Context: an optimization exercise on an open-source flow, tuned for small area, a short achievable clock period and few clock cycles per item. The choices shown serve that exercise and are no tape-out recipe.
Function was checked by simulation only, so behaviour that the tests miss may differ from the original.
Power figures rest on the tool's default switching activity, not on a simulated workload.

--- design/flow/config.mk ---
export PLATFORM = sky130hd
export DESIGN_NAME = nearest_symbol_at_or_below
export DESIGN_NICKNAME = nearest_symbol_at_or_below
export VERILOG_FILES = /design/flow/design.v
export SDC_FILE = /design/flow/constraint.sdc
export NUM_CORES = 4
export LEC_CHECK = 0
export CAP_MARGIN = 20
export CORE_MARGIN = 2
export CORE_UTILIZATION = 25
export SLEW_MARGIN = 20
--- design/flow/constraint.sdc ---
create_clock -name core_clock -period 10.0 [get_ports {clk}]
set_input_delay 2.0000 -clock core_clock [delete_from_list [all_inputs] [get_ports {clk}]]
set_output_delay 2.0000 -clock core_clock [all_outputs]
set_load 0.01 [all_outputs]
--- design/flow/design.v ---
`default_nettype none
package nsab_pkg;
  localparam int unsigned ADDR_VAL_W      = 16;
  localparam int unsigned SYM_NUM_W       = 6;
  localparam int unsigned ENTRY_W         = ADDR_VAL_W + SYM_NUM_W;
  localparam int unsigned TABLE_DEPTH_DEF = 64;
  localparam int unsigned IN_DATA_W  = 32;
  localparam int unsigned IN_USER_W  = 2;
  localparam int unsigned OUT_DATA_W = 24;
  localparam logic [1:0] OP_INSERT = 2'd0;
  localparam logic [1:0] OP_LOOKUP = 2'd1;
  localparam logic [1:0] OP_CLEAR  = 2'd2;
  localparam logic [1:0] OP_NOP    = 2'd3;
  localparam int unsigned MAX_INFLIGHT = 4;
endpackage
`default_nettype wire
`default_nettype none
module nsab_ram #(
  parameter int unsigned DEPTH = 64
) (
  input  wire logic                              clk,
  input  wire logic                              rst,
  input  wire logic                              ins,       
  input  wire logic                              clr,       
  input  wire logic [nsab_pkg::ADDR_VAL_W-1:0]   x,         
  output logic                                   full,
  output logic [DEPTH-1:0]                       hit,
  output logic                                   found,
  input  wire logic [DEPTH-1:0]                  rd_sel,
  output logic [nsab_pkg::ENTRY_W-1:0]           rd_data
);
  localparam int unsigned VAL_W = nsab_pkg::ADDR_VAL_W;
  localparam int unsigned NUM_W = nsab_pkg::SYM_NUM_W;
  localparam int unsigned ENT_W = nsab_pkg::ENTRY_W;
  logic [VAL_W-1:0] val [DEPTH];
  logic [NUM_W-1:0] num [DEPTH];
  logic [DEPTH-1:0] valid;
  logic [NUM_W-1:0] count;
  logic [DEPTH:0]   gt;
  assign full = valid[DEPTH-1];
  always_comb begin
    for (int i = 0; i < DEPTH; i++) begin
      gt[i] = ~valid[i] | (val[i] > x);
    end
    gt[DEPTH] = 1'b1;
    for (int i = 0; i < DEPTH; i++) begin
      hit[i] = ~gt[i] & gt[i+1];
    end
  end
  assign found = ~gt[0];
  always_ff @(posedge clk) begin
    for (int i = 0; i < DEPTH; i++) begin
      if (ins && gt[i]) begin
        if (i > 0 && gt[(i > 0) ? i-1 : 0]) begin
          val[i] <= val[(i > 0) ? i-1 : 0];
          num[i] <= num[(i > 0) ? i-1 : 0];
        end else begin
          val[i] <= x;
          num[i] <= count;
        end
      end
    end
  end
  always_ff @(posedge clk) begin
    if (rst || clr) begin
      valid <= '0;
      count <= '0;
    end else if (ins) begin
      valid <= {valid[DEPTH-2:0], 1'b1};
      count <= count + NUM_W'(1);
    end
  end
  always_comb begin
    rd_data = '0;
    for (int i = 0; i < DEPTH; i++) begin
      rd_data = rd_data | ({ENT_W{rd_sel[i]}} & {val[i], num[i]});
    end
  end
endmodule
`default_nettype wire
`default_nettype none
module nsab_ctrl (
  input  wire logic                              clk,
  input  wire logic                              rst,
  input  wire logic                              s_tvalid,
  output logic                                   s_tready,
  input  wire logic [nsab_pkg::IN_DATA_W-1:0]    s_tdata,
  input  wire logic [nsab_pkg::IN_USER_W-1:0]    s_tuser,
  input  wire logic                              out_fire,
  output logic                                   a_v,
  output logic                                   a_ins,
  output logic                                   a_lk,
  output logic                                   a_clr,
  output logic [nsab_pkg::ADDR_VAL_W-1:0]        a_x
);
  localparam int unsigned VAL_W = nsab_pkg::ADDR_VAL_W;
  logic [2:0] inflight;
  logic       in_fire;
  assign in_fire  = s_tvalid & s_tready;
  assign s_tready = ~inflight[2];
  always_ff @(posedge clk) begin
    if (rst) begin
      inflight <= '0;
    end else begin
      inflight <= inflight + 3'(in_fire) - 3'(out_fire);
    end
  end
  always_ff @(posedge clk) begin
    if (rst) begin
      a_v <= 1'b0;
    end else begin
      a_v <= in_fire;
    end
  end
  always_ff @(posedge clk) begin
    a_ins <= (s_tuser == nsab_pkg::OP_INSERT);
    a_lk  <= (s_tuser == nsab_pkg::OP_LOOKUP);
    a_clr <= (s_tuser == nsab_pkg::OP_CLEAR);
    a_x   <= (s_tuser == nsab_pkg::OP_INSERT) ? s_tdata[VAL_W-1:0] : s_tdata[2*VAL_W-1:VAL_W];
  end
endmodule
`default_nettype wire
`default_nettype none
module nsab_dp #(
  parameter int unsigned TABLE_DEPTH = nsab_pkg::TABLE_DEPTH_DEF
) (
  input  wire logic                              clk,
  input  wire logic                              rst,
  input  wire logic                              a_v,
  input  wire logic                              a_ins,
  input  wire logic                              a_lk,
  input  wire logic                              a_clr,
  input  wire logic [nsab_pkg::ADDR_VAL_W-1:0]   a_x,
  output logic                                   m_tvalid,
  input  wire logic                              m_tready,
  output logic      [nsab_pkg::OUT_DATA_W-1:0]   m_tdata,
  output logic                                   out_fire
);
  localparam int unsigned OUT_W = nsab_pkg::OUT_DATA_W;
  localparam int unsigned ENT_W = nsab_pkg::ENTRY_W;
  localparam int unsigned QD    = nsab_pkg::MAX_INFLIGHT - 1;
  logic                   full;
  logic [TABLE_DEPTH-1:0] hit;
  logic                   found;
  logic [ENT_W-1:0]       rd_data;
  logic                   b_v;
  logic                   b_lk;
  logic                   b_full;
  logic                   b_found;
  logic [TABLE_DEPTH-1:0] b_sel;
  nsab_ram #(
    .DEPTH (TABLE_DEPTH)
  ) u_table (
    .clk     (clk),
    .rst     (rst),
    .ins     (a_v & a_ins & ~full),
    .clr     (a_v & a_clr),
    .x       (a_x),
    .full    (full),
    .hit     (hit),
    .found   (found),
    .rd_sel  (b_sel),
    .rd_data (rd_data)
  );
  always_ff @(posedge clk) begin
    if (rst) begin
      b_v <= 1'b0;
    end else begin
      b_v <= a_v;
    end
  end
  always_ff @(posedge clk) begin
    b_lk    <= a_lk;
    b_full  <= a_ins & full;
    b_found <= found;
    b_sel   <= hit;
  end
  logic [OUT_W-1:0] res;
  assign res = {b_full, {ENT_W{b_lk}} & rd_data, b_lk & b_found};
  logic [OUT_W-1:0] q [QD];
  logic [1:0]       q_rd;
  logic [1:0]       q_wr;
  logic [1:0]       q_n;
  logic             head_free;
  logic             q_pop;
  logic             q_push;
  assign out_fire  = m_tvalid & m_tready;
  assign head_free = ~m_tvalid | m_tready;
  assign q_pop     = head_free & (q_n != '0);
  assign q_push    = b_v & ~(head_free & (q_n == '0));
  always_ff @(posedge clk) begin
    if (rst) begin
      m_tvalid <= 1'b0;
    end else if (head_free) begin
      m_tvalid <= (q_n != '0) | b_v;
    end
  end
  always_ff @(posedge clk) begin
    if (head_free) begin
      m_tdata <= (q_n != '0) ? q[q_rd] : res;
    end
  end
  always_ff @(posedge clk) begin
    if (rst) begin
      q_rd <= '0;
      q_wr <= '0;
      q_n  <= '0;
    end else begin
      if (q_pop) begin
        q_rd <= (q_rd == 2'(QD - 1)) ? '0 : q_rd + 2'd1;
      end
      if (q_push) begin
        q_wr <= (q_wr == 2'(QD - 1)) ? '0 : q_wr + 2'd1;
      end
      q_n <= q_n + 2'(q_push) - 2'(q_pop);
    end
  end
  always_ff @(posedge clk) begin
    if (q_push) begin
      q[q_wr] <= res;
    end
  end
endmodule
`default_nettype wire
`default_nettype none
module nearest_symbol_at_or_below #(
  parameter int unsigned TABLE_DEPTH = nsab_pkg::TABLE_DEPTH_DEF
) (
  input  wire logic                            clk,
  input  wire logic                            rst,
  input  wire logic                            s_tvalid,
  output logic                                 s_tready,
  input  wire logic [nsab_pkg::IN_DATA_W-1:0]  s_tdata,
  input  wire logic [nsab_pkg::IN_USER_W-1:0]  s_tuser,
  output logic                                 m_tvalid,
  input  wire logic                            m_tready,
  output logic      [nsab_pkg::OUT_DATA_W-1:0] m_tdata
);
  logic                               a_v;
  logic                               a_ins;
  logic                               a_lk;
  logic                               a_clr;
  logic [nsab_pkg::ADDR_VAL_W-1:0]    a_x;
  logic                               out_fire;
  nsab_ctrl u_ctrl (
    .clk      (clk),
    .rst      (rst),
    .s_tvalid (s_tvalid),
    .s_tready (s_tready),
    .s_tdata  (s_tdata),
    .s_tuser  (s_tuser),
    .out_fire (out_fire),
    .a_v      (a_v),
    .a_ins    (a_ins),
    .a_lk     (a_lk),
    .a_clr    (a_clr),
    .a_x      (a_x)
  );
  nsab_dp #(
    .TABLE_DEPTH (TABLE_DEPTH)
  ) u_dp (
    .clk      (clk),
    .rst      (rst),
    .a_v      (a_v),
    .a_ins    (a_ins),
    .a_lk     (a_lk),
    .a_clr    (a_clr),
    .a_x      (a_x),
    .m_tvalid (m_tvalid),
    .m_tready (m_tready),
    .m_tdata  (m_tdata),
    .out_fire (out_fire)
  );
endmodule
`default_nettype wire
--- design/flow/run.sh ---
#!/bin/bash
# synth_recipe.tcl (not shown) runs the flow's synth.tcl, then flattens the netlist and writes it again
# the make line also repeats each setting of config.mk as NAME=value (left out here)
make -C /OpenROAD-flow-scripts/flow DESIGN_CONFIG=/design/flow/config.mk WORK_HOME=/design/flow/orfs CLKGATE_MAP_FILE= SYNTH_SCRIPT=/design/flow/synth_recipe.tcl finish
==> impl_results.md, run 1 <==
* Cell taking the most area after synthesis: edfxtp_1
* Register bit total from synthesis at 1,674
* Sink Count at 1,674
* Count leader, synth: edfxtp_1
* RSZ-0062 raised after global routing: false
* Clock Tree Buf Depth at 4
* Largest net degree at the start of global routing at 75
* First drt pass iteration count at 6
* Req. time, crit path at 10.57 ns
* Mapped Cells at 7,585
* Synth Warn # at 5
* CP max-delay cell: dfxtp_4
* Avg Inst Size Synth at 13.2 µm²
* Crit Path Category: register to register
* Core Area at 0.399 mm²
* Layout cells sized above 1 at 28.5%
* Die area at 0.404 mm²
* Critical path capture point type: register
* DRC at 0
* Post-CTS sizing at 0
* Routed length per instance at 50.7 µm
* Starting Density at 25.1%
* Non-filler instance count after layout at 13,207
* Max cap viols at 0
* First-pass GRT wire length at 839,000 µm
* Prevailing post-synth register cell: edfxtp_1
* Most frequent CP cell: buf_4
* Period minus WS final at 5.63 ns
* # port buffers at 63
* Via count at 86,077
* Yosys cell types at 58
* Row cnt at 232
* EDFF count, synth at 1,504
* Die X at 636 µm
* Worst skew pair latency at 0.99 ns
* Die height at 636 µm
* Initial drt markers at 16,645
* Dpl cells at 12,697
* Hold Fails Final Rpt at 0
* GPL Wtd Cong at 1.15
* F_max at 178 MHz
* Hold Path Class: register to register
* Worst Path Arrival at 6.20 ns
* CTS H-Tree Depth at 4
* Max transition margin at 8.06%
* Max stage delay on crit path at 0.90 ns
* CTS tree: yes
* Dpl hpwl at 493,000 µm
* Register area share after synthesis at 48.6%
* Fin crit share at 56.3%
* Clock skew at 0.105 ns
* Leading post-synthesis cells by cell area: edfxtp_1 45%, mux2_2 16%, ha_1 13%, dfxtp_1 3.4%, nand4_1 2.6%
* Setup violators final at 0
* CTS buffer count at 202
* # Post-CTS Setup Buffers at 0
* Final wirelength at 670,000 µm
* Gr ovfl total at 0
* Hold Buf Count CTS at 0
* Sum Neg Setup Slack at 0 ns
* CP Launch Type: register
* Status: timing/DRC/antenna clean
* GRT Util Overall at 31.8%
* Root Buffer: clkbuf_16
* Initial antenna violation count at 178
* Top cell type's share of synthesized area at 45.2%
* Pwr Density at 162 mW/mm²
* CP cell instances: inv_4, buf_12, ha_1, nand4_1, nor3_1, a21boi_1, nor4_1, a41o_1, buf_4, nor2_2, buf_4
* Final Slew Violations at 0
* Clock slew at reported path FFs at 0.06 ns
* Synth Cell Area at 0.0998 mm²
* Post-synth top cells: 1,504 x edfxtp_1, 1,389 x mux2_2, 1,029 x ha_1, 412 x nand4_1, 342 x a21oi_1
* Via/cell ratio at 6.52
* Pleak at 40.4 nW
* Worst vdd ir at 145 µV
* Area grow syn2layout at 14.4%
* Fin nets at 8,723
* IO Count at 64
* Routed Antenna Nets at 0
* Max FO, Critical Path at 44
* Post-synth ARST share at 0%
* Vias in the first global route at 76,835
* Worst Tran Pin Value at 1.38 ns
logic make-up after synthesis:
family                     synth area share (%)
AOI/OAI and AO/OA                          11.5
xor gates and xnor gates                 0.0789
adders and majority gates                  12.9
buffers and inverters                      3.24
DFF                                        48.6
muxes                                      16.4
and+or+nand+nor                            7.21
metal layers:
layer | GRT usage, % | share of wire, % | vias to the layer above
li1 | - | - | 30948
met1 | 37.3 | 35 | 44285
met2 | 44.3 | 40 | 8409
met3 | 13.5 | 14 | 2377
met4 | 27.3 | 11 | 58
met5 | 0.0591 | 0.20 | -
critical path: cells and delay by family (launching register included):
kind / cells / cell delay [ns]
buf+inv: 4 / 1.66
simple gates: 4 / 1.26
flops: 1 / 0.90
compound gates: 2 / 0.59
fa+ha+maj: 1 / 0.42
worst paths after layout:
path	from	slack (ns)	depth (start not counted)	to
setup / recovery	u_ctrl.a_x[15]$_DFF_P_	4.37	11	u_dp.u_table.val[27][12]$_DFFE_PP_
hold / removal	u_ctrl.a_lk$_DFF_P_	0.33	0	u_dp.b_lk$_DFF_P_
setup reg to reg	u_ctrl.a_x[15]$_DFF_P_	4.37	11	u_dp.u_table.val[27][12]$_DFFE_PP_
hold reg to reg	u_ctrl.a_lk$_DFF_P_	0.33	0	u_dp.b_lk$_DFF_P_
report_power, final:
part	internal, mW	switching [mW]
Sequential	7.86	0.545
Combinational	0.724	1.34
Clock	4.53	3.47
Total	13.1	5.35
per-stage QoR:
step	total power, mW	hold WS [ns]	instance area [µm²]	util [%]	setup slack, ns
2_1_floorplan	9.27	0.310	99800	-	4.82
3_3_place_gp	10.4	0.311	107000	26.8	4.59
3_5_place_dp	10.5	0.321	107000	26.8	4.65
4_1_cts	18.3	0.327	114000	28.5	4.62
5_1_grt	18.7	0.338	114000	28.6	4.48
6_report	18.5	0.330	114000	28.7	4.37
placed cells by master, fill, tap and decap left out, types with 57 or more instances in the layout:
cell type	count
nor2b_1	137
buf_4	278
clkdlybuf4s50_1	63
inv_1	80
a21o_1	176
a221oi_1	209
and3_1	63
nand4_1	412
clkbuf_16	203
nor3_1	91
a21boi_1	57
o211ai_1	60
mux2_2	1389
nand2_1	265
a21oi_1	342
diode_2	113
a22oi_1	273
ha_1	1029
a22o_1	214
dfxtp_1	141
edfxtp_1	1504
cell type report:
cell class,count,area [µm²]
fill,40262,284000
sequential,1674,48600
multi-input combinational,5316,48400
tap,5265,6590
clock buffer,267,5550
timing repair buffer,365,3000
clock inverter,111,1350
inverter,96,400
antenna,113,283
flip-flops by register name (all words and copies together), names as in the netlist, 6 cells and up, named ones only:
signal,count
u_dp.u_table.num,384
u_dp.q,72
u_dp.b_sel,64
u_dp.u_table.count,6
u_dp.u_table.valid,64
u_ctrl.a_x,16
u_dp.m_tdata,24
u_dp.u_table.val,1024
Testbench counts, summed over its fixed seeds: cycles 7,224, items 7,200.
==> inputs of run 2 (changes only) <==
--- a/design/flow/design.v
+++ b/design/flow/design.v
@@ -35,12 +35,24 @@
   logic [VAL_W-1:0] val [DEPTH];
   logic [NUM_W-1:0] num [DEPTH];
   logic [DEPTH-1:0] valid;
-  logic [NUM_W-1:0] count;
+  logic [NUM_W:0]   count;
   logic [DEPTH:0]   gt;
-  assign full = valid[DEPTH-1];
+  assign full = count[NUM_W];
+  function automatic logic gt16(input logic [VAL_W-1:0] a, input logic [VAL_W-1:0] b);
+    logic [VAL_W-1:0] g, l;
+    g = a & ~b;
+    l = ~a & b;
+    for (int w = 1; w < VAL_W; w = w * 2) begin
+      for (int k = 0; k + w < VAL_W; k = k + 2 * w) begin
+        g[k] = g[k+w] | (~l[k+w] & g[k]);
+        l[k] = l[k+w] | (~g[k+w] & l[k]);
+      end
+    end
+    gt16 = g[0];
+  endfunction
   always_comb begin
     for (int i = 0; i < DEPTH; i++) begin
-      gt[i] = ~valid[i] | (val[i] > x);
+      gt[i] = ~valid[i] | gt16(val[i], x);
     end
     gt[DEPTH] = 1'b1;
     for (int i = 0; i < DEPTH; i++) begin
@@ -56,18 +68,21 @@
           num[i] <= num[(i > 0) ? i-1 : 0];
         end else begin
           val[i] <= x;
-          num[i] <= count;
+          num[i] <= count[NUM_W-1:0];
         end
       end
     end
   end
   always_ff @(posedge clk) begin
     if (rst || clr) begin
-      valid <= '0;
       count <= '0;
     end else if (ins) begin
-      valid <= {valid[DEPTH-2:0], 1'b1};
-      count <= count + NUM_W'(1);
+      count <= count + (NUM_W+1)'(1);
+    end
+  end
+  always_comb begin
+    for (int i = 0; i < DEPTH; i++) begin
+      valid[i] = (count > (NUM_W+1)'(i));
     end
   end
   always_comb begin
--- a/design/flow/config.mk
+++ b/design/flow/config.mk
@@ -7,5 +7,7 @@
 export LEC_CHECK = 0
 export CAP_MARGIN = 20
 export CORE_MARGIN = 2
-export CORE_UTILIZATION = 25
+export CORE_UTILIZATION = 45
+export CTS_BUF_LIST = sky130_fd_sc_hd__clkbuf_4 sky130_fd_sc_hd__clkbuf_8
+export SETUP_SLACK_MARGIN = 5
 export SLEW_MARGIN = 20
==> impl_results.md, run 2 <==
* Hold_ws at 0.327 ns (was 0.330 ns)
* Root Buffer: clkbuf_8 (was clkbuf_16)
* Via/cell ratio at 7.55 (was 6.52)
* Post-synth top cells: 1,504 x edfxtp_1, 828 x mux2_2, 494 x maj3_1, 398 x clkbuf_1, 363 x inv_1 (was 1,504 x edfxtp_1, 1,389 x mux2_2, 1,029 x ha_1, 412 x nand4_1, 342 x a21oi_1)
* Dpl hpwl at 393,000 µm (was 493,000 µm)
* Max FFs per register at 1,024 (unchanged)
* Final wirelength at 543,000 µm (was 670,000 µm)
* Die area at 0.207 mm² (was 0.404 mm²)
* Synth Warn # at 5 (unchanged)
* Fin crit share at 52.2% (was 56.3%)
* Yosys cell types at 101 (was 58)
* EDFF count, synth at 1,504 (unchanged)
* Top cell type's share of synthesized area at 49.4% (was 45.2%)
* Non-filler instance count after layout at 10,641 (was 13,207)
* Area grow syn2layout at 13.1% (was 14.4%)
* Gr ovfl total at 0 (unchanged)
* # port buffers at 63 (unchanged)
* Crit Path Category: register to register (unchanged)
* CP Launch Type: register (unchanged)
* Starting Density at 45.3% (was 25.1%)
* Via count at 80,307 (was 86,077)
* Routed Antenna Nets at 0 (unchanged)
* Vias in the first global route at 72,104 (was 76,835)
* Die X at 455 µm (was 636 µm)
* Clock skew at 0.0517 ns (was 0.105 ns)
* Mapped Cells at 7,595 (was 7,585)
* First drt pass iteration count at 9 (was 6)
* Worst Path Arrival at 6.06 ns (was 6.20 ns)
* Hold Fails Final Rpt at 0 (unchanged)
* Max transition margin at 2.99% (was 8.06%)
* Leading post-synthesis cells by cell area: edfxtp_1 49%, mux2_2 10%, maj3_1 5.4%, mux2i_1 3.3%, a221oi_1 2.6% (was edfxtp_1 45%, mux2_2 16%, ha_1 13%, dfxtp_1 3.4%, nand4_1 2.6%)
* Pleak at 35.9 nW (was 40.4 nW)
* GPL Wtd Cong at 1.08 (was 1.15)
* Post-layout util at 51.2% (was 28.7%)
* CTS buffer count at 319 (was 202)
* Worst vdd ir at 135 µV (was 145 µV)
* Tot Pwr at 16.8 mW (was 18.5 mW)
* Post-synth ARST share at 0% (unchanged)
* Synth Cell Area at 0.0914 mm² (was 0.0998 mm²)
* Most flops, register: u_dp.u_table.val (unchanged)
* Status: timing/DRC/antenna clean (unchanged)
* Pwr Density at 163 mW/mm² (was 162 mW/mm²)
* Routed length per instance at 51.0 µm (was 50.7 µm)
* Period minus WS final at 5.22 ns (was 5.63 ns)
* Core Area at 0.202 mm² (was 0.399 mm²)
* Initial drt markers at 16,621 (was 16,645)
* Critical path capture point type: register (unchanged)
* Layout cells sized above 1 at 25.0% (was 28.5%)
* IO Count at 64 (unchanged)
* Register area share after synthesis at 51.8% (was 48.6%)
* Count leader, synth: edfxtp_1 (unchanged)
* Fin worst setup slack at 4.78 ns (was 4.37 ns)
* Post-place setup slack at 3.77 ns (was 4.65 ns)
* Area after DPL at 0.0954 mm² (was 0.107 mm²)
* Sum Neg Setup Slack at 0 ns (unchanged)
* Req. time, crit path at 10.83 ns (was 10.57 ns)
* Final instance area at 0.103 mm² (was 0.114 mm²)
* Clock slew at reported path FFs at 0.06 ns (about the same)
* Largest net degree at the start of global routing at 80 (was 75)
* Max FO, Critical Path at 38 (was 44)
* Hold Path Class: register to register (unchanged)
* Sink Count at 1,611 (was 1,674)
* Commonest cells after routing, fill and taps aside: 1,504 x edfxtp_1, 828 x mux2_2, 490 x maj3_1, 354 x inv_1, 349 x clkbuf_8 (was 1,504 x edfxtp_1, 1,389 x mux2_2, 1,029 x ha_1, 412 x nand4_1, 342 x a21oi_1)
* Final Slew Violations at 0 (unchanged)
* Initial antenna violation count at 65 (was 178)
* Die height at 455 µm (was 636 µm)
* Commonest non-fill, non-tap cell in the layout: edfxtp_1 (unchanged)
* DRC at 0 (unchanged)
* Worst Tran Pin Value at 1.46 ns (was 1.38 ns)
* Setup violators final at 0 (unchanged)
* Clock Tree Buf Depth at 4 (unchanged)
* RSZ-0062 raised after global routing: true (was false)
* Dpl cells at 9,950 (was 12,697)
* Worst skew pair latency at 1.11 ns (was 0.99 ns)
* Register bit total from synthesis at 1,611 (was 1,674)
* Row cnt at 165 (was 232)
* CTS H-Tree Depth at 5 (was 4)
* Prevailing post-synth register cell: edfxtp_1 (unchanged)
* Cell taking the most area after synthesis: edfxtp_1 (unchanged)
* GRT Util Overall at 50.9% (was 31.8%)
* Biggest regs: u_dp.u_table.val: 1024 flops, u_dp.u_table.num: 384 flops, u_dp.q: 72 flops (unchanged)
* Fin nets at 7,737 (was 8,723)
* F_max at 191 MHz (was 178 MHz)
* Avg Inst Size Synth at 12.0 µm² (was 13.2 µm²)
* First-pass GRT wire length at 690,000 µm (was 839,000 µm)
* CTS tree: yes (unchanged)
* Max cap viols at 0 (unchanged)
-- run 2: cell types whose count changed after synthesis, moves of 150 or more --
cell | previous run | this run
nand2b_1 | 2 | 214
mux2_2 | 1389 | 828
ha_1 | 1029 | 8
mux2i_1 | 24 | 298
o21ai_0 | 46 | 271
nand4_1 | 412 | 68
a21o_1 | 177 | 20
nor2_1 | 98 | 248
inv_1 | 95 | 363
maj3_1 | 0 | 494
-- run 2: cell type report --
| class | instances | area, µm² |
|---|---|---|
| sequential | 1611 | 47400 |
| clock buffer | 484 | 5820 |
| tap | 2672 | 3340 |
| antenna | 42 | 105 |
| timing repair buffer | 422 | 3910 |
| inverter | 373 | 1450 |
| multi-input combinational | 4963 | 40900 |
| fill | 17851 | 98600 |
| clock inverter | 74 | 374 |
-- run 2: repair_timing --
action | 4_1_cts | 5_1_grt
hold buffers | 0 | 0
cloned | 15 | 2
setup buffers | 60 | 10
resized for setup | 104 | 36
endpoints found under the setup margin | 2194 | 524
pin swaps | 30 | 6
-- run 2: critical path, stage by stage (launching register included) --
cell and delay [ns]:
dfxtp_4 0.39, buf_4 0.30, maj3_1 0.43, maj3_1 0.41
maj3_1 0.38, maj3_1 0.39, a21oi_1 0.28, o2111ai_1 0.25
a31oi_1 0.49, a21oi_1 0.47, nor2_4 0.68, mux2_2 0.42
-- run 2: path summary, 6_finish.rpt --
path,startpoint,end,slack [ns],cells past startpoint
max,u_ctrl.a_x[1]$_DFF_P_,u_dp.u_table.num[56][0]$_DFFE_PP_,4.78,11
min,u_ctrl.a_lk$_DFF_P_,u_dp.b_lk$_DFF_P_,0.33,0
max reg2reg,u_ctrl.a_x[1]$_DFF_P_,u_dp.u_table.num[56][0]$_DFFE_PP_,4.78,11
min reg2reg,u_ctrl.a_lk$_DFF_P_,u_dp.b_lk$_DFF_P_,0.33,0
-- run 2: metal layers --
layer,share of wire [%],wire [µm],GRT usage (%),up-vias
met5,0.23,1250,2.15,-
met4,5.9,31900,23.6,41
met3,19,102000,30.2,1658
met2,39,211000,67.9,7903
met1,36,197000,64.7,40937
li1,-,-,-,29768
-- run 2: cell families (layout without fill, tap and decap cells) --
family	count (synthesis)	after routing	share of synthesized area, %
multiplexers	1272	1272	15.3
XOR/XNOR	9	9	0.0863
other	0	42	0
AO/OA/AOI/OAI	1789	1793	14.5
adder cells (fa/ha/maj)	550	550	6.12
buffers and inverters	1038	1353	4.69
flip-flops	1611	1611	51.8
AND/OR/NAND/NOR	1326	1339	7.47
-- run 2: report_power, final --
group          switching, mW  total (mW)  internal (mW)
sequential             0.357        7.97           7.61
combinational           1.26        1.94          0.683
clock                   3.18        6.92           3.74
Testbench counts of run 2, summed over its fixed seeds: cycles 7,224, items 7,200.
==> inputs of run 3 (changes only) <==
==> design/flow/flow/run.sh (new file) <==
#!/bin/bash
set -euo pipefail
bash standard.sh \
  SETUP_SLACK_MARGIN=6.2 \
  REMOVE_ABC_BUFFERS=1 \
  "CTS_ARGS=-sink_clustering_enable -repair_clock_nets -dont_use_dummy_load" \
  finish > make_finish.log 2>&1
==> design/flow/standard.sh (new file) <==
#!/bin/bash
# synth_recipe.tcl (not shown) runs the flow's synth.tcl, then flattens the netlist and writes it again
# the make line also repeats each setting of config.mk as NAME=value (left out here)
make -C /OpenROAD-flow-scripts/flow DESIGN_CONFIG=/design/flow/config.mk WORK_HOME=/design/flow/orfs CLKGATE_MAP_FILE= SYNTH_SCRIPT=/design/flow/synth_recipe.tcl "${@:-finish}"
--- a/design/flow/config.mk
+++ b/design/flow/config.mk
@@ -7,7 +7,6 @@
 export LEC_CHECK = 0
 export CAP_MARGIN = 20
 export CORE_MARGIN = 2
-export CORE_UTILIZATION = 45
-export CTS_BUF_LIST = sky130_fd_sc_hd__clkbuf_4 sky130_fd_sc_hd__clkbuf_8
-export SETUP_SLACK_MARGIN = 5
+export CORE_UTILIZATION = 40
 export SLEW_MARGIN = 20
+export TNS_END_PERCENT = 10
removed: design/flow/run.sh
==> impl_results.md, run 3 <==
* R2R Setup Slk at 5.42 ns (was 4.78 ns)
* Initial antenna violation count at 94 (was 65)
* CTS tree: yes (unchanged)
* Period minus WS final at 4.58 ns (was 5.22 ns)
* RSZ-0062 raised after global routing: true (unchanged)
* Max FO, Critical Path at 27 (was 38)
* Worst Path Arrival at 5.15 ns (was 6.06 ns)
* Worst vdd ir at 173 µV (was 135 µV)
* Register bit total from synthesis at 1,611 (unchanged)
* Area grow syn2layout at 21.1% (was 13.1%)
* Post-synth ARST share at 0% (unchanged)
* Pwr Density at 150 mW/mm² (was 163 mW/mm²)
* CP cell instances: buf_6, clkinv_1, buf_4, or3_1, or3_1, o21ai_0, nor2_1, nand2_1, a2bb2oi_4, buf_6, mux2_2 (was buf_4, maj3_1, maj3_1, maj3_1, maj3_1, a21oi_1, o2111ai_1, a31oi_1, a21oi_1, nor2_4, mux2_2)
* Max FFs per register at 1,024 (unchanged)
* Core Area at 0.227 mm² (was 0.202 mm²)
* Post-layout util at 48.7% (was 51.2%)
* Max transition margin at 9.08% (was 2.99%)
* Via count at 83,476 (was 80,307)
* Tot Pwr at 16.6 mW (was 16.8 mW)
* Final wirelength at 613,000 µm (was 543,000 µm)
* Setup violators final at 0 (unchanged)
* Cell taking the most area after synthesis: edfxtp_1 (unchanged)
* Clock slew at reported path FFs at 0.05 ns (was 0.06 ns)
* Prevailing post-synth register cell: edfxtp_1 (unchanged)
* F_max at 218 MHz (was 191 MHz)
* Die X at 482 µm (was 455 µm)
* Vias in the first global route at 73,799 (was 72,104)
* Req. time, crit path at 10.57 ns (was 10.83 ns)
* Hold path endpoint: u_dp.b_lk$_DFF_P_ (unchanged)
* Routed length per instance at 55.6 µm (was 51.0 µm)
* CTS H-Tree Depth at 4 (was 5)
* Hold Buf Count CTS at 0 (unchanged)
* Layout cells sized above 1 at 29.2% (was 25.0%)
* Post-synth top cells: 1,504 x edfxtp_1, 828 x mux2_2, 494 x maj3_1, 398 x clkbuf_1, 363 x inv_1 (unchanged)
* Pleak at 38.7 nW (was 35.9 nW)
* Largest net degree at the start of global routing at 85 (was 80)
* Worst R2R End: u_dp.u_table.val[50][6]$_DFFE_PP_ (was u_dp.u_table.num[56][0]$_DFFE_PP_)
* Fin nets at 8,002 (was 7,737)
* Max stage delay on crit path at 0.63 ns (was 0.68 ns)
* Synth Warn # at 5 (unchanged)
* Crit Path Category: register to register (unchanged)
* Max cap viols at 0 (unchanged)
* GRT Util Overall at 49.8% (was 50.9%)
* Sum Neg Setup Slack at 0 ns (unchanged)
* Starting Density at 40.2% (was 45.3%)
* Routed Antenna Nets at 0 (unchanged)
* Die height at 482 µm (was 455 µm)
* IO Count at 64 (unchanged)
* Yosys cell types at 101 (unchanged)
* Final instance area at 0.111 mm² (was 0.103 mm²)
* Leading post-synthesis cells by cell area: edfxtp_1 49%, mux2_2 10%, maj3_1 5.4%, mux2i_1 3.3%, a221oi_1 2.6% (unchanged)
* GPL Wtd Cong at 1.08 (about the same)
* Hold Crit Depth at 0 (unchanged)
* Mapped Cells at 7,595 (unchanged)
* Clock skew at 0.0717 ns (was 0.0517 ns)
* Commonest non-fill, non-tap cell in the layout: edfxtp_1 (unchanged)
* Sink Count at 1,611 (unchanged)
* Avg Inst Size Synth at 12.0 µm² (unchanged)
* CTS buffer count at 191 (was 319)
* Via/cell ratio at 7.57 (was 7.55)
* Worst skew pair latency at 0.89 ns (was 1.11 ns)
* Dpl hpwl at 418,000 µm (was 393,000 µm)
* DRC at 0 (unchanged)
* Status: timing/DRC/antenna clean (unchanged)
* Non-filler instance count after layout at 11,026 (was 10,641)
* Hold Path Class: register to register (unchanged)
* Number of cell instances on the worst register-to-register path at 11 (unchanged)
* First drt pass iteration count at 9 (unchanged)
* Dpl cells at 10,302 (was 9,950)
* # port buffers at 63 (unchanged)
* Critical path capture point type: register (unchanged)
* Die area at 0.232 mm² (was 0.207 mm²)
* Reg2reg start: u_dp.u_table.count[5]$_SDFFE_PP0P_ (was u_ctrl.a_x[1]$_DFF_P_)
* Commonest cells after routing, fill and taps aside: 1,504 x edfxtp_1, 775 x mux2_2, 419 x maj3_1, 405 x buf_4, 353 x inv_1 (was 1,504 x edfxtp_1, 828 x mux2_2, 490 x maj3_1, 354 x inv_1, 349 x clkbuf_8)
* Top cell type's share of synthesized area at 49.4% (unchanged)
* Register area share after synthesis at 51.8% (unchanged)
* Worst Tran Pin Value at 1.36 ns (was 1.46 ns)
* Row cnt at 175 (was 165)
* CP Launch Type: register (unchanged)
* Clock Tree Buf Depth at 3 (was 4)
* Root Buffer: clkbuf_16 (was clkbuf_8)
* Gr ovfl total at 0 (unchanged)
* Initial drt markers at 16,450 (was 16,621)
* Fin crit share at 45.8% (was 52.2%)
* Most flops, register: u_dp.u_table.val (unchanged)
* First-pass GRT wire length at 751,000 µm (was 690,000 µm)
* Final Slew Violations at 0 (unchanged)
* Count leader, synth: edfxtp_1 (unchanged)
* Area after DPL at 0.0961 mm² (was 0.0954 mm²)
* EDFF count, synth at 1,504 (unchanged)
* CP max-delay cell: or3_1 (was nor2_4)
* Biggest regs: u_dp.u_table.val: 1024 flops, u_dp.u_table.num: 384 flops, u_dp.q: 72 flops (unchanged)
* Synth Cell Area at 0.0914 mm² (unchanged)
* Hold Fails Final Rpt at 0 (unchanged)
* Hold wc startpoint: u_ctrl.a_lk$_DFF_P_ (unchanged)
[run 3: cell counts after synthesis]
Identical to the previous run, type by type.
[run 3: metrics by stage]
stage	setup WS (ns)	hold WS [ns]
after global placement	4.17	0.315
final	5.42	0.330
after CTS	5.55	0.330
after global routing	5.46	0.335
after floorplan	1.02	0.310
after detailed placement	4.11	0.321
[run 3: critical path: cells and delay by family, from the launching register on]
kind	cells	cell delay [ns]
flip-flops	1	0.53
buffers and inverters	4	1.36
multiplexers	1	0.38
AND/OR/NAND/NOR	4	1.55
AO/OA/AOI/OAI	2	0.42
[run 3: worst max-delay path by stage]
stage	from	to	slack [ns]	cells past startpoint
floorplan	u_ctrl.a_x[10]$_DFF_P_	u_dp.u_table.num[6][0]$_DFFE_PP_	1.02	8
global placement	u_ctrl.a_x[2]$_DFF_P_	u_dp.u_table.val[60][1]$_DFFE_PP_	4.17	12
detailed placement	u_ctrl.a_x[0]$_DFF_P_	u_dp.u_table.val[17][0]$_DFFE_PP_	4.11	13
CTS	u_ctrl.a_x[0]$_DFF_P_	u_dp.u_table.val[34][12]$_DFFE_PP_	5.55	14
global route	u_ctrl.a_x[0]$_DFF_P_	u_dp.u_table.val[15][6]$_DFFE_PP_	5.46	14
finish	u_dp.u_table.count[5]$_SDFFE_PP0P_	u_dp.u_table.val[50][6]$_DFFE_PP_	5.42	11
[run 3: cells by family (layout without fill, tap and decap cells)]
group	Yosys count	count (layout)	share of synthesized area, %
flip-flops	1611	1611	51.8
adder cells (fa/ha/maj)	550	551	6.12
other	0	64	0
multiplexers	1272	1272	15.3
AO/OA/AOI/OAI	1789	1799	14.5
buffers and inverters	1038	1359	4.69
AND/OR/NAND/NOR	1326	1352	7.47
XOR/XNOR	9	9	0.0863
[run 3: where the power goes]
| group | internal, mW | switching (mW) | total (mW) | leakage, nW |
|---|---|---|---|---|
| sequential | 7.61 | 0.353 | 7.97 | 14.6 |
| combinational | 0.911 | 1.51 | 2.42 | 21.8 |
| clock | 3.32 | 2.89 | 6.20 | 2.35 |
[run 3: routing by layer]
layer  GRT usage (%)  part of all wire [%]
met1            62.0                    36
met4            26.7                   7.6
met2            66.6                    38
met5           0.531                  0.12
met3            29.4                    18
[run 3: final cells by class]
cell class | count | area (µm²)
fillers | 20056 | 117000
repair inverters | 3 | 28.8
flip-flops and latches | 1611 | 47400
well taps | 3009 | 3760
diodes | 64 | 160
clock buffers | 191 | 4780
multi-input cells | 4983 | 43000
inverters | 373 | 1510
repair buffers | 792 | 10000
[run 3: timing repair]
| action | in CTS | in global routing |
|---|---|---|
| gates resized for setup | 562 | 309 |
| gates cloned | 78 | 43 |
| buffers inserted | 229 | 110 |
| pin swaps | 166 | 99 |
| endpoints found under the setup margin | 2837 | 2806 |
==> inputs of run 4 (changes only) <==
--- a/design/flow/design.v
+++ b/design/flow/design.v
@@ -52,7 +52,7 @@
   endfunction
   always_comb begin
     for (int i = 0; i < DEPTH; i++) begin
-      gt[i] = ~valid[i] | gt16(val[i], x);
+      gt[i] = ~valid[i] | (val[i] > x);
     end
     gt[DEPTH] = 1'b1;
     for (int i = 0; i < DEPTH; i++) begin
==> impl_results.md, run 4 <==
* Root Buffer: clkbuf_16 (unchanged)
* Fin crit share at 45.0% (was 45.8%)
* Met2 wire length at 274,000 µm (was 236,000 µm)
* DRC at 0 (unchanged)
* CTS buffer count at 189 (was 191)
* Reg2reg start: u_dp.u_table.num[10][1]$_DFFE_PP_ (was u_dp.u_table.count[5]$_SDFFE_PP0P_)
* Fillers at 21,684 (was 20,056)
* Clock Tree Buf Depth at 3 (unchanged)
* Commonest cells after routing, fill and taps aside: 1,504 x edfxtp_1, 1,334 x mux2_2, 1,032 x ha_1, 437 x a21oi_1, 302 x buf_4 (was 1,504 x edfxtp_1, 775 x mux2_2, 419 x maj3_1, 405 x buf_4, 353 x inv_1)
* Clock slew at reported path FFs at 0.06 ns (was 0.05 ns)
* Layout cells sized above 1 at 28.0% (was 29.2%)
* Dpl hpwl at 559,000 µm (was 418,000 µm)
* Worst vdd ir at 133 µV (was 173 µV)
* First drt pass iteration count at 12 (was 9)
* F_max at 222 MHz (was 218 MHz)
* Count leader, synth: edfxtp_1 (unchanged)
* GRT Util Overall at 58.6% (was 49.8%)
* Hold Path Class: register to register (unchanged)
* Max FO, Critical Path at 4 (was 27)
* Row cnt at 180 (was 175)
* Prevailing post-synth register cell: edfxtp_1 (unchanged)
* Clock skew at 0.102 ns (was 0.0717 ns)
* Critical path capture point type: register (unchanged)
* First-pass GRT wire length at 911,000 µm (was 751,000 µm)
* Pwr Density at 152 mW/mm² (was 150 mW/mm²)
* Biggest regs: u_dp.u_table.val: 1024 flops, u_dp.u_table.num: 384 flops, u_dp.q: 72 flops (unchanged)
* Cell taking the most area after synthesis: edfxtp_1 (unchanged)
* Worst Path Arrival at 5.17 ns (was 5.15 ns)
* Mapped Cells at 7,598 (was 7,595)
* Register bit total from synthesis at 1,611 (unchanged)
* Die X at 497 µm (was 482 µm)
* Critical path startpoint: u_dp.u_table.num[10][1]$_DFFE_PP_ (was u_dp.u_table.count[5]$_SDFFE_PP0P_)
* Gr ovfl total at 0 (unchanged)
* Req. time, crit path at 10.66 ns (was 10.57 ns)
* Max FFs per register at 1,024 (unchanged)
* Max stage delay on crit path at 1.14 ns (was 0.63 ns)
* Largest net degree at the start of global routing at 59 (was 85)
* CTS tree: yes (unchanged)
* Final Slew Violations at 0 (unchanged)
* Die height at 497 µm (was 482 µm)
* Max cap viols at 0 (unchanged)
* Period minus WS final at 4.50 ns (was 4.58 ns)
* Area grow syn2layout at 13.0% (was 21.1%)
* CP max-delay cell: a221oi_2 (was or3_1)
* CTS H-Tree Depth at 4 (unchanged)
* Length of routed met3 wiring at 127,000 µm (was 110,000 µm)
* Crit Path Category: register to register (unchanged)
* Die area at 0.247 mm² (was 0.232 mm²)
* Fin nets at 8,852 (was 8,002)
* CP cell instances: a221oi_2, nand4_1, nor3_1, a21boi_0, mux2_2 (was buf_6, clkinv_1, buf_4, or3_1, or3_1, o21ai_0, nor2_1, nand2_1, a2bb2oi_4, buf_6, mux2_2)
* Register area share after synthesis at 48.7% (was 51.8%)
* Setup violators final at 0 (unchanged)
* Top cell type's share of synthesized area at 46.5% (was 49.4%)
* Core Area at 0.241 mm² (was 0.227 mm²)
* Initial drt markers at 19,799 (was 16,450)
* Storage cell area at 0.0474 mm² (about the same)
* Worst skew pair latency at 0.93 ns (was 0.89 ns)
* Met1 WL at 250,000 µm (was 220,000 µm)
* Via/cell ratio at 8.27 (was 7.57)
* Post-synth top cells: 1,504 x edfxtp_1, 1,334 x mux2_2, 1,032 x ha_1, 450 x a21oi_1, 290 x clkbuf_1 (was 1,504 x edfxtp_1, 828 x mux2_2, 494 x maj3_1, 398 x clkbuf_1, 363 x inv_1)
* Multi-input gate area in the final layout at 0.0483 mm² (was 0.0430 mm²)
* Sum Neg Setup Slack at 0 ns (unchanged)
* Initial antenna violation count at 243 (was 94)
* Max transition margin at 8.54% (was 9.08%)
* GPL Wtd Cong at 1.23 (was 1.08)
* Hold Fails Final Rpt at 0 (unchanged)
* Routed length per instance at 66.5 µm (was 55.6 µm)
* Starting Density at 40.3% (was 40.2%)
* CP Launch Type: register (unchanged)
* Synth Cell Area at 0.0971 mm² (was 0.0914 mm²)
* Top sig layer: met5 (unchanged)
* Yosys cell types at 93 (was 101)
* Avg Inst Size Synth at 12.8 µm² (was 12.0 µm²)
* Sink Count at 1,611 (unchanged)
* Most flops, register: u_dp.u_table.val (unchanged)
* IO Count at 64 (unchanged)
* Routed Antenna Nets at 0 (unchanged)
* Worst Tran Pin Value at 1.37 ns (was 1.36 ns)
* Via count at 92,630 (was 83,476)
* Post-layout util at 45.5% (was 48.7%)
* Post-place setup slack at 4.63 ns (was 4.11 ns)
* EDFF count, synth at 1,504 (unchanged)
* Pleak at 39.3 nW (was 38.7 nW)
* Post-synth ARST share at 0% (unchanged)
* Leading post-synthesis cells by cell area: edfxtp_1 47%, mux2_2 15%, ha_1 13%, a21oi_1 2.3%, dfxtp_1 2.2% (was edfxtp_1 49%, mux2_2 10%, maj3_1 5.4%, mux2i_1 3.3%, a221oi_1 2.6%)
* Hold wc startpoint: u_ctrl.a_lk$_DFF_P_ (unchanged)
* Status: timing/DRC/antenna clean (unchanged)
* RSZ-0062 raised after global routing: true (unchanged)
* # port buffers at 63 (unchanged)
* Vias in the first global route at 78,192 (was 73,799)
* Synth Warn # at 5 (unchanged)
* Commonest non-fill, non-tap cell in the layout: edfxtp_1 (unchanged)
* Final wirelength at 744,000 µm (was 613,000 µm)
* Fin worst setup slack at 5.50 ns (was 5.42 ns)
==> run 4: path summary, 6_finish.rpt <==
path                                                  end  slack (ns)  cells after the start
worst max-delay path            u_dp.m_tdata[2]$_DFFE_PP_        5.50                      5
worst min-delay path                    u_dp.b_lk$_DFF_P_        0.33                      0
worst max register to register  u_dp.m_tdata[2]$_DFFE_PP_        5.50                      5
worst min register to register          u_dp.b_lk$_DFF_P_        0.33                      0
==> run 4: area by class of cell <==
class	instances	share of cell area [%]
tap	3185	3.63
sequential	1611	43.2
inverter	133	0.547
antenna	234	0.534
clock buffer	189	4.31
timing repair buffer	451	3.78
multi-input combinational	5395	44.0
==> run 4: metrics by stage <==
| step | instances | instance area (µm²) | total power, mW | hold slack (ns) |
|---|---|---|---|---|
| after floorplan | 7131 | 95100 | 9.00 | 0.310 |
| after CTS | 10925 | 108000 | 16.3 | 0.333 |
| final | 11198 | 110000 | 16.6 | 0.333 |
| after global placement | 10690 | 103000 | 10.3 | 0.317 |
| after detailed placement | 10702 | 103000 | 10.3 | 0.316 |
| after global routing | 11008 | 109000 | 16.8 | 0.337 |
==> run 4: what timing repair did <==
action / in CTS / in global routing
resized for setup: 144 / 49
cloned: 6 / 2
endpoints found under the setup margin: 2865 / 1690
hold buffers: 0 / 0
buffers inserted: 28 / 23
pin swaps: 10 / 6
==> run 4: critical path: cells and delay by family, from the launching register on <==
kind	cells	cell delay [ns]
simple gates	2	1.38
compound gates	2	1.61
flops	1	0.85
mux	1	0.42
==> run 4: report_power, final <==
| group | internal [mW] | total, mW | switching [mW] |
|---|---|---|---|
| Sequential | 7.61 | 8.15 | 0.534 |
| Combinational | 0.779 | 2.32 | 1.54 |
| Clock | 3.28 | 6.15 | 2.87 |
==> run 4: kinds of logic after synthesis <==
group	share of synthesized area, %
fa+ha+maj	13.3
buf+inv	2.56
compound gates	12.7
mux	16.0
flops	48.7
xor+xnor	0.0812
simple gates	6.60
==> run 4: metal layers <==
metal  up-vias  GRT usage [%]
li1      31106              -
met1     46608           65.3
met2     11332           75.3
met3      3516           35.7
met4        68           54.9
met5         -           5.19
Testbench counts of run 4, summed over its fixed seeds: cycles 7,224, items 7,200.
==> inputs of run 5 (changes only) <==
--- a/design/flow/design.v
+++ b/design/flow/design.v
@@ -159,7 +159,6 @@
   logic                   found;
   logic [ENT_W-1:0]       rd_data;
   logic                   b_v;
-  logic                   b_lk;
   logic                   b_full;
   logic                   b_found;
   logic [TABLE_DEPTH-1:0] b_sel;
@@ -185,13 +184,12 @@
     end
   end
   always_ff @(posedge clk) begin
-    b_lk    <= a_lk;
     b_full  <= a_ins & full;
-    b_found <= found;
-    b_sel   <= hit;
+    b_found <= a_lk & found;
+    b_sel   <= {TABLE_DEPTH{a_lk}} & hit;
   end
   logic [OUT_W-1:0] res;
-  assign res = {b_full, {ENT_W{b_lk}} & rd_data, b_lk & b_found};
+  assign res = {b_full, rd_data, b_found};
   logic [OUT_W-1:0] q [QD];
   logic [1:0]       q_rd;
   logic [1:0]       q_wr;
==> design/flow/flow/run.sh (replaced) <==
#!/bin/bash
set -euo pipefail
bash standard.sh \
  SETUP_SLACK_MARGIN=6.6 \
  REMOVE_ABC_BUFFERS=1 \
  "CTS_ARGS=-sink_clustering_enable -repair_clock_nets -dont_use_dummy_load" \
  finish > make_finish.log 2>&1
--- a/design/flow/config.mk
+++ b/design/flow/config.mk
@@ -7,6 +7,6 @@
 export LEC_CHECK = 0
 export CAP_MARGIN = 20
 export CORE_MARGIN = 2
-export CORE_UTILIZATION = 40
+export CORE_UTILIZATION = 42
 export SLEW_MARGIN = 20
 export TNS_END_PERCENT = 10
==> impl_results.md, run 5 <==
* Status: timing/DRC/antenna clean (unchanged)
* # port buffers at 63 (unchanged)
* Worst Tran Pin Value at 1.47 ns (was 1.37 ns)
* Register bit total from synthesis at 1,610 (was 1,611)
* Synth Warn # at 5 (unchanged)
* RSZ-0062 raised after global routing: true (unchanged)
* Most flops, register: u_dp.u_table.val (unchanged)
* Die height at 485 µm (was 497 µm)
* DRC at 0 (unchanged)
* Initial antenna violation count at 181 (was 243)
* Crit Path Category: register to register (unchanged)
* Sink Count at 1,610 (was 1,611)
* Max cap viols at 0 (unchanged)
* Cell taking the most area after synthesis: edfxtp_1 (unchanged)
* GRT Util Overall at 57.3% (was 58.6%)
* Post-place setup slack at 4.45 ns (was 4.63 ns)
* Routed length per instance at 63.8 µm (was 66.5 µm)
* Commonest non-fill, non-tap cell in the layout: edfxtp_1 (unchanged)
* Commonest cells after routing, fill and taps aside: 1,504 x edfxtp_1, 1,317 x mux2_2, 1,031 x ha_1, 440 x a21oi_1, 361 x a22o_1 (was 1,504 x edfxtp_1, 1,334 x mux2_2, 1,032 x ha_1, 437 x a21oi_1, 302 x buf_4)
* Biggest regs: u_dp.u_table.val: 1024 flops, u_dp.u_table.num: 384 flops, u_dp.q: 72 flops (unchanged)
* Sum Neg Setup Slack at 0 ns (unchanged)
* Worst skew pair latency at 0.96 ns (was 0.93 ns)
* Root Buffer: clkbuf_16 (unchanged)
* Mapped Cells at 7,487 (was 7,598)
* Prevailing post-synth register cell: edfxtp_1 (unchanged)
* Leading post-synthesis cells by cell area: edfxtp_1 47%, mux2_2 15%, ha_1 13%, a22o_1 3.3%, a221oi_1 3.3% (was edfxtp_1 47%, mux2_2 15%, ha_1 13%, a21oi_1 2.3%, dfxtp_1 2.2%)
* Period minus WS final at 4.11 ns (was 4.50 ns)
* EDFF count, synth at 1,504 (unchanged)
* Area share of fa/ha/maj cells after synthesis at 13.3% (about the same)
* Final wirelength at 699,000 µm (was 744,000 µm)
* Worst Path Arrival at 4.74 ns (was 5.17 ns)
* Largest net degree at the start of global routing at 72 (was 59)
* Gr ovfl total at 0 (unchanged)
* Die X at 485 µm (was 497 µm)
* Synth Area in XOR/XNOR at 0.0722% (was 0.0812%)
* Critical path startpoint: u_dp.b_sel[33]$_DFF_P_ (was u_dp.u_table.num[10][1]$_DFFE_PP_)
* GPL Wtd Cong at 1.17 (was 1.23)
* CTS buffer count at 189 (unchanged)
* Reg2reg start: u_dp.b_sel[33]$_DFF_P_ (was u_dp.u_table.num[10][1]$_DFFE_PP_)
* Via/cell ratio at 8.22 (was 8.27)
* Pleak at 40.7 nW (was 39.3 nW)
* Fin nets at 8,866 (was 8,852)
* Synth Area in Compound Gates at 12.8% (was 12.7%)
* Setup violators final at 0 (unchanged)
* Core Area at 0.230 mm² (was 0.241 mm²)
* Fin crit share at 41.1% (was 45.0%)
* Via count at 90,170 (was 92,630)
* Starting Density at 42.2% (was 40.3%)
* Die area at 0.235 mm² (was 0.247 mm²)
* Critical path capture point type: register (unchanged)
* Req. time, crit path at 10.63 ns (was 10.66 ns)
* Clock Tree Buf Depth at 3 (unchanged)
* Max FO, Critical Path at 15 (was 4)
* Layout cells sized above 1 at 29.6% (was 28.0%)
* Number of cell instances on the worst register-to-register path at 7 (was 5)
* Dpl hpwl at 491,000 µm (was 559,000 µm)
* Hold Buf Count CTS at 0 (unchanged)
* Clock skew at 0.106 ns (was 0.102 ns)
* IO Count at 64 (unchanged)
* Critical Path End: u_dp.m_tdata[20]$_DFFE_PP_ (was u_dp.m_tdata[2]$_DFFE_PP_)
* Vias in the first global route at 77,815 (was 78,192)
* Multiplexer share of the synthesized area at 16.2% (was 16.0%)
* Yosys cell types at 92 (was 93)
* Max FFs per register at 1,024 (unchanged)
* Main combinational cell family by area after synthesis: multiplexers (unchanged)
* Hold Path Class: register to register (unchanged)
* CTS H-Tree Depth at 4 (unchanged)
* Non-filler instance count after layout at 10,963 (was 11,198)
* Hold Fails Final Rpt at 0 (unchanged)
* Count leader, synth: edfxtp_1 (unchanged)
* Post-synth top cells: 1,504 x edfxtp_1, 1,317 x mux2_2, 1,032 x ha_1, 452 x a21oi_1, 362 x a22o_1 (was 1,504 x edfxtp_1, 1,334 x mux2_2, 1,032 x ha_1, 450 x a21oi_1, 290 x clkbuf_1)
* CTS tree: yes (unchanged)
* Routed Antenna Nets at 0 (unchanged)
* Row cnt at 176 (was 180)
* First-pass GRT wire length at 862,000 µm (was 911,000 µm)
* Max transition margin at 2.07% (was 8.54%)
* Hold_ws at 0.469 ns (was 0.333 ns)
* Top cell type's share of synthesized area at 46.5% (about the same)
* R2R Setup Slk at 5.89 ns (was 5.50 ns)
* Pwr Density at 149 mW/mm² (was 152 mW/mm²)
* Synth Cell Area at 0.0971 mm² (about the same)
* Final Slew Violations at 0 (unchanged)
* Post-synth ARST share at 0% (unchanged)
* Synth Area in Simple Gates at 6.22% (was 6.60%)
* CP Launch Type: register (unchanged)
* Area grow syn2layout at 15.2% (was 13.0%)
* Fin worst setup slack at 5.89 ns (was 5.50 ns)
* Clock slew at reported path FFs at 0.06 ns (about the same)
* F_max at 243 MHz (was 222 MHz)
* Initial drt markers at 17,963 (was 19,799)
* Dpl cells at 10,420 (was 10,702)
* Worst vdd ir at 173 µV (was 133 µV)
* Register area share after synthesis at 48.7% (about the same)
* Worst R2R End: u_dp.m_tdata[20]$_DFFE_PP_ (was u_dp.m_tdata[2]$_DFFE_PP_)
* Avg Inst Size Synth at 13.0 µm² (was 12.8 µm²)
* First drt pass iteration count at 10 (was 12)
==> run 5: cell types whose count changed in the layout (fill, tap and decap cells not counted), moves of 19 or more <==
cell and delta:
a22o_1 +123, clkdlybuf4s50_1 -25, nor2b_1 -30, buf_12 +41
nand3_1 -60, o21ai_0 -29, a221oi_1 +137, nor3b_1 +28
and2_1 -25, diode_2 -90, buf_16 +19, a22oi_1 -275
==> run 5: critical path, stage by stage (launching register included) <==
cell      delay, ns
dfxtp_1        0.50
buf_4          0.39
a22o_1         0.34
a221oi_1       0.88
nand4_1        0.58
or4_1          0.88
nand2_1        0.17
o21ai_0        0.09
==> run 5: where the power goes <==
part	switching, mW	total, mW	internal, mW
Sequential	0.433	8.04	7.61
Clock	2.86	6.14	3.28
Combinational	1.64	2.43	0.793
Total	4.93	16.6	11.7
==> run 5: worst min-delay path by stage <==
stage                                    start             endpoint  cells past startpoint
after floorplan           u_ctrl.a_ins$_DFF_P_  u_dp.b_full$_DFF_P_                      1
after global placement    u_ctrl.a_ins$_DFF_P_  u_dp.b_full$_DFF_P_                      1
after detailed placement  u_ctrl.a_ins$_DFF_P_  u_dp.b_full$_DFF_P_                      1
after CTS                 u_ctrl.a_ins$_DFF_P_  u_dp.b_full$_DFF_P_                      1
after global routing      u_ctrl.a_ins$_DFF_P_  u_dp.b_full$_DFF_P_                      1
final                     u_ctrl.a_ins$_DFF_P_  u_dp.b_full$_DFF_P_                      1
==> run 5: kinds of logic after synthesis <==
family,Yosys count
AND/OR/NAND/NOR,1115
buffers and inverters,612
XOR/XNOR,8
flip-flops,1610
AO/OA/AOI/OAI,1717
multiplexers,1392
adder cells (fa/ha/maj),1033
==> run 5: layer usage <==
metal,track usage [%],share of wire (%),vias to the layer above
li1,-,-,31035
met1,62.7,32,45365
met2,75.1,38,10395
met3,31.8,17,3295
met4,58.5,13,80
met5,3.59,0.39,-
==> run 5: metrics by stage <==
stage	power, mW	utilization [%]	area [µm²]
3_3_place_gp	10.1	44.5	102000
2_1_floorplan	8.96	-	95000
3_5_place_dp	10.2	44.6	102000
6_report	16.6	48.6	112000
5_1_grt	16.8	48.5	112000
4_1_cts	16.3	47.9	110000
==> run 5: what timing repair did <==
action                      CTS  global route
cloned                       29            15
setup buffers               105            49
resized for setup           325           148
setup endpoints to repair  3004          2501
pin swaps                    34            19
==> run 5: area by class of cell <==
cell class	count	area, µm²
fill	20207	118000
timing repair buffer	563	6270
antenna	144	360
inverter	145	736
tap	3026	3790
clock buffer	189	4730
multi-input combinational	5284	48500
sequential	1610	47400
timing repair inverter	2	17.5
Testbench counts of run 5, summed over its fixed seeds: cycles 7,224, items 7,200.
==> inputs of run 6 (changes only) <==
--- a/design/flow/design.v
+++ b/design/flow/design.v
@@ -76,13 +76,10 @@
   always_ff @(posedge clk) begin
     if (rst || clr) begin
       count <= '0;
+      valid <= '0;
     end else if (ins) begin
       count <= count + (NUM_W+1)'(1);
-    end
-  end
-  always_comb begin
-    for (int i = 0; i < DEPTH; i++) begin
-      valid[i] = (count > (NUM_W+1)'(i));
+      valid <= {valid[DEPTH-2:0], 1'b1};
     end
   end
   always_comb begin
==> design/flow/flow/run.sh (replaced) <==
#!/bin/bash
set -euo pipefail
bash standard.sh \
  SETUP_SLACK_MARGIN=6.8 \
  REMOVE_ABC_BUFFERS=1 \
  "CTS_ARGS=-sink_clustering_enable -repair_clock_nets -dont_use_dummy_load" \
  finish > make_finish.log 2>&1
==> impl_results.md, run 6 <==
* Hold Fails Final Rpt at 0 (unchanged)
* Req. time, crit path at 10.56 ns (was 10.63 ns)
* Top cell type's share of synthesized area at 45.5% (was 46.5%)
* Worst Path Arrival at 4.34 ns (was 4.74 ns)
* Routed length per instance at 60.1 µm (was 63.8 µm)
* Sink Count at 1,674 (was 1,610)
* GPL Wtd Cong at 1.16 (was 1.17)
* Layout cells sized above 1 at 30.4% (was 29.6%)
* Post-place setup slack at 5.03 ns (was 4.45 ns)
* GRT Util Overall at 52.8% (was 57.3%)
* Initial drt markers at 16,466 (was 17,963)
* Register bit total from synthesis at 1,674 (was 1,610)
* Max cap viols at 0 (unchanged)
* Biggest regs: u_dp.u_table.val: 1024 flops, u_dp.u_table.num: 384 flops, u_dp.q: 72 flops (unchanged)
* Max transition margin at 8.73% (was 2.07%)
* Dpl hpwl at 472,000 µm (was 491,000 µm)
* CTS buffer count at 196 (was 189)
* Initial antenna violation count at 163 (was 181)
* Fin nets at 8,989 (was 8,866)
* Leading post-synthesis cells by cell area: edfxtp_1 46%, mux2_2 15%, ha_1 13%, dfxtp_1 3.4%, a221oi_1 3.2% (was edfxtp_1 47%, mux2_2 15%, ha_1 13%, a22o_1 3.3%, a221oi_1 3.3%)
* Synth Warn # at 5 (unchanged)
* Worst vdd ir at 178 µV (was 173 µV)
* Register area share after synthesis at 48.9% (was 48.7%)
* Prevailing post-synth register cell: edfxtp_1 (unchanged)
* CP max-delay cell: a221oi_2 (was a221oi_1)
* Count leader, synth: edfxtp_1 (unchanged)
* Via count at 88,050 (was 90,170)
* Multi-input gate area in the final layout at 0.0491 mm² (was 0.0485 mm²)
* Via/cell ratio at 7.87 (was 8.22)
* Hold Path Class: register to register (unchanged)
* Clock Tree Buf Depth at 3 (unchanged)
* Yosys cell types at 61 (was 92)
* CP bufs+invs at 1 (unchanged)
* CTS tree: yes (unchanged)
* Worst Tran Pin Value at 1.37 ns (was 1.47 ns)
* Sum Neg Setup Slack at 0 ns (unchanged)
* Die height at 490 µm (was 485 µm)
* Dpl cells at 10,633 (was 10,420)
* Post-synth ARST share at 0% (unchanged)
* Most flops, register: u_dp.u_table.val (unchanged)
* Storage cell area at 0.0487 mm² (was 0.0474 mm²)
* Crit path depth at 7 (unchanged)
* Max FFs per register at 1,024 (unchanged)
* F_max at 264 MHz (was 243 MHz)
* Cell taking the most area after synthesis: edfxtp_1 (unchanged)
* Crit path max-delay family: compound AO/OA/AOI/OAI gates (was simple AND/OR/NAND/NOR gates)
* Row cnt at 178 (was 176)
* Fillers at 20,544 (was 20,207)
* Largest net degree at the start of global routing at 68 (was 72)
* CTS H-Tree Depth at 4 (unchanged)
* Final wirelength at 672,000 µm (was 699,000 µm)
* Final Slew Violations at 0 (unchanged)
* Clock skew at 0.0965 ns (was 0.106 ns)
* Critical path startpoint: u_dp.b_sel[55]$_DFF_P_ (was u_dp.b_sel[33]$_DFF_P_)
* Max FO, Critical Path at 21 (was 15)
* # port buffers at 63 (unchanged)
* Fin worst setup slack at 6.22 ns (was 5.89 ns)
* DRC at 0 (unchanged)
* Core Area at 0.235 mm² (was 0.230 mm²)
* RSZ-0062 raised after global routing: true (unchanged)
* Worst skew pair latency at 0.95 ns (was 0.96 ns)
* Period minus WS final at 3.78 ns (was 4.11 ns)
* Mapped Cells at 7,627 (was 7,487)
* First drt pass iteration count at 8 (was 10)
* Max stage delay on crit path at 1.02 ns (was 0.88 ns)
* Hold Buf Count CTS at 0 (unchanged)
* Gr ovfl total at 0 (unchanged)
* CP Launch Type: register (unchanged)
* First-pass GRT wire length at 822,000 µm (was 862,000 µm)
* Routed Antenna Nets at 0 (unchanged)
* Synth Cell Area at 0.0992 mm² (was 0.0971 mm²)
* Root Buffer: clkbuf_16 (unchanged)
* Crit Path Category: register to register (unchanged)
* Reg2reg start: u_dp.b_sel[55]$_DFF_P_ (was u_dp.b_sel[33]$_DFF_P_)
* Commonest non-fill, non-tap cell in the layout: edfxtp_1 (unchanged)
* Avg Inst Size Synth at 13.0 µm² (about the same)
* IO Count at 64 (unchanged)
* Worst R2R End: u_dp.m_tdata[8]$_DFFE_PP_ (was u_dp.m_tdata[20]$_DFFE_PP_)
* Vias in the first global route at 76,505 (was 77,815)
* Commonest cells after routing, fill and taps aside: 1,504 x edfxtp_1, 1,354 x mux2_2, 1,021 x ha_1, 430 x nand4_1, 410 x a21oi_1 (was 1,504 x edfxtp_1, 1,317 x mux2_2, 1,031 x ha_1, 440 x a21oi_1, 361 x a22o_1)
* EDFF count, synth at 1,504 (unchanged)
* Pwr Density at 148 mW/mm² (was 149 mW/mm²)
* R2R Setup Slk at 6.22 ns (was 5.89 ns)
* Setup violators final at 0 (unchanged)
* Starting Density at 42.2% (about the same)
* Critical path capture point type: register (unchanged)
* Status: timing/DRC/antenna clean (unchanged)
* Pleak at 41.6 nW (was 40.7 nW)
* CP cell instances: buf_4, a22o_1, a221oi_2, nand4_1, or4_1, nand2_1, o21ai_0 (was buf_4, a22o_1, a221oi_1, nand4_1, or4_1, nand2_1, o21ai_0)
* Fin crit share at 37.8% (was 41.1%)
* Die area at 0.240 mm² (was 0.235 mm²)
* Critical Path End: u_dp.m_tdata[8]$_DFFE_PP_ (was u_dp.m_tdata[20]$_DFFE_PP_)
* Post-synth top cells: 1,504 x edfxtp_1, 1,354 x mux2_2, 1,029 x ha_1, 430 x nand4_1, 410 x a21oi_1 (was 1,504 x edfxtp_1, 1,317 x mux2_2, 1,032 x ha_1, 452 x a21oi_1, 362 x a22o_1)
* Number of cell instances on the worst register-to-register path at 7 (unchanged)
* Die X at 490 µm (was 485 µm)
* Area grow syn2layout at 15.4% (was 15.2%)
* Non-filler instance count after layout at 11,185 (was 10,963)
* Clock slew at reported path FFs at 0.06 ns (about the same)
-- run 6: metrics by stage --
step           area [µm²]  total power [mW]  util [%]  hold WS, ns
5_1_grt            114000              17.2      48.6        0.519
2_1_floorplan       96800              9.21         -        0.435
6_report           114000              17.0      48.7        0.500
4_1_cts            111000              16.7      47.4        0.495
3_5_place_dp       104000              10.4      44.3        0.486
3_3_place_gp       104000              10.3      44.2        0.478
-- run 6: layout make-up --
cell class	instances	area share, %
flip-flops and latches	1674	42.5
clock buffers	196	4.28
diodes	116	0.254
repair inverters	3	0.0219
inverters	150	0.705
multi-input cells	5309	42.9
repair buffers	587	5.89
well taps	3150	3.44
-- run 6: how the worst min path moves through the flow --
| stage | end | depth (start not counted) | from |
|---|---|---|---|
| final | u_dp.u_table.valid[3]$_SDFFE_PP0P_ | 2 | u_dp.u_table.valid[3]$_SDFFE_PP0P_ |
| after CTS | u_dp.u_table.valid[3]$_SDFFE_PP0P_ | 2 | u_dp.u_table.valid[3]$_SDFFE_PP0P_ |
| after floorplan | u_dp.b_full$_DFF_P_ | 1 | u_ctrl.a_ins$_DFF_P_ |
| after global placement | u_dp.q_wr[1]$_SDFFE_PP0P_ | 2 | u_dp.q_wr[1]$_SDFFE_PP0P_ |
| after detailed placement | u_dp.u_table.valid[3]$_SDFFE_PP0P_ | 2 | u_dp.u_table.valid[3]$_SDFFE_PP0P_ |
| after global routing | u_dp.u_table.valid[49]$_SDFFE_PP0P_ | 2 | u_dp.u_table.valid[48]$_SDFFE_PP0P_ |
-- run 6: cells by family (layout without fill, tap and decap cells) --
kind of cell	count (synthesis)	in the layout	share of synthesized area (%)
muxes	1424	1424	16.2
DFF	1674	1674	48.9
buffers and inverters	656	936	3.03
xor gates and xnor gates	9	9	0.0794
and+or+nand+nor	1293	1296	7.09
AOI/OAI and AO/OA	1541	1550	11.7
other	0	116	0
adders and majority gates	1030	1030	13.0
-- run 6: repair_timing --
action | in CTS | in global routing
gates resized for setup | 370 | 278
setup endpoints to repair | 3032 | 2515
buffers inserted | 83 | 106
pin swaps | 22 | 36
gates cloned | 22 | 25
-- run 6: worst register-to-register path, stage by stage, from the launching register on --
cell and delay [ns]:
dfxtp_1 0.32, buf_4 0.32, a22o_1 0.46, a221oi_2 1.02, nand4_1 0.29, or4_1 0.72
nand2_1 0.15, o21ai_0 0.11
-- run 6: layer usage --
metal,wire [µm],vias to the layer above,share of wire [%],GRT usage [%]
met1,225000,44787,33,60.7
li1,-,31571,-,-
met5,1240,-,0.18,0
met4,80700,62,12,49.7
met2,262000,8902,39,71.6
met3,103000,2728,15,24.7
-- run 6: power breakdown --
group / total [mW] / internal, mW / switching (mW) / leakage [nW]
clock: 6.33 / 3.40 / 2.93 / 2.42
sequential: 8.29 / 7.86 / 0.428 / 15.1
combinational: 2.38 / 0.786 / 1.59 / 24.1
Testbench counts of run 6, summed over its fixed seeds: cycles 7,224, items 7,200.

## what the ideal ports hide
The flow's constraints put no driver on any port. The routed layouts listed below were extracted and timed again, unchanged, in two steps. Step 1 (the two cells are an assumption about what drives the block):
set clk [get_ports {clk}]
set_driving_cell -lib_cell sky130_fd_sc_hd__clkbuf_16 $clk
set_driving_cell -lib_cell sky130_fd_sc_hd__buf_2 [delete_from_list [all_inputs] $clk]
Step 2 also shifts input and output timing later by t, the mid clock arrival at the registers, as if the neighbouring blocks saw the same clock. Three values: no drivers, after step 1, after step 2; two values: the first two.
run	t, ns	setup slack, ns	worst slew at a driven data input, ns
run 1	1.052	4.370 / 4.370 / 4.370	0.04
run 2	1.176	4.776 / 4.776 / 4.776	0.04
run 3	0.936	5.420 / 5.420 / 5.420	0.04
run 4	1.002	5.499 / 5.499 / 5.499	0.09
run 5	1.007	5.888 / 5.888 / 5.786	0.04
run 6	1.014	6.218 / 6.218 / 5.531	0.10
After both steps every run listed still meets setup and hold. For run 6, which loses most, drivers alone change the setup slack by 0.000 ns; drivers and shift together by -0.687 ns.
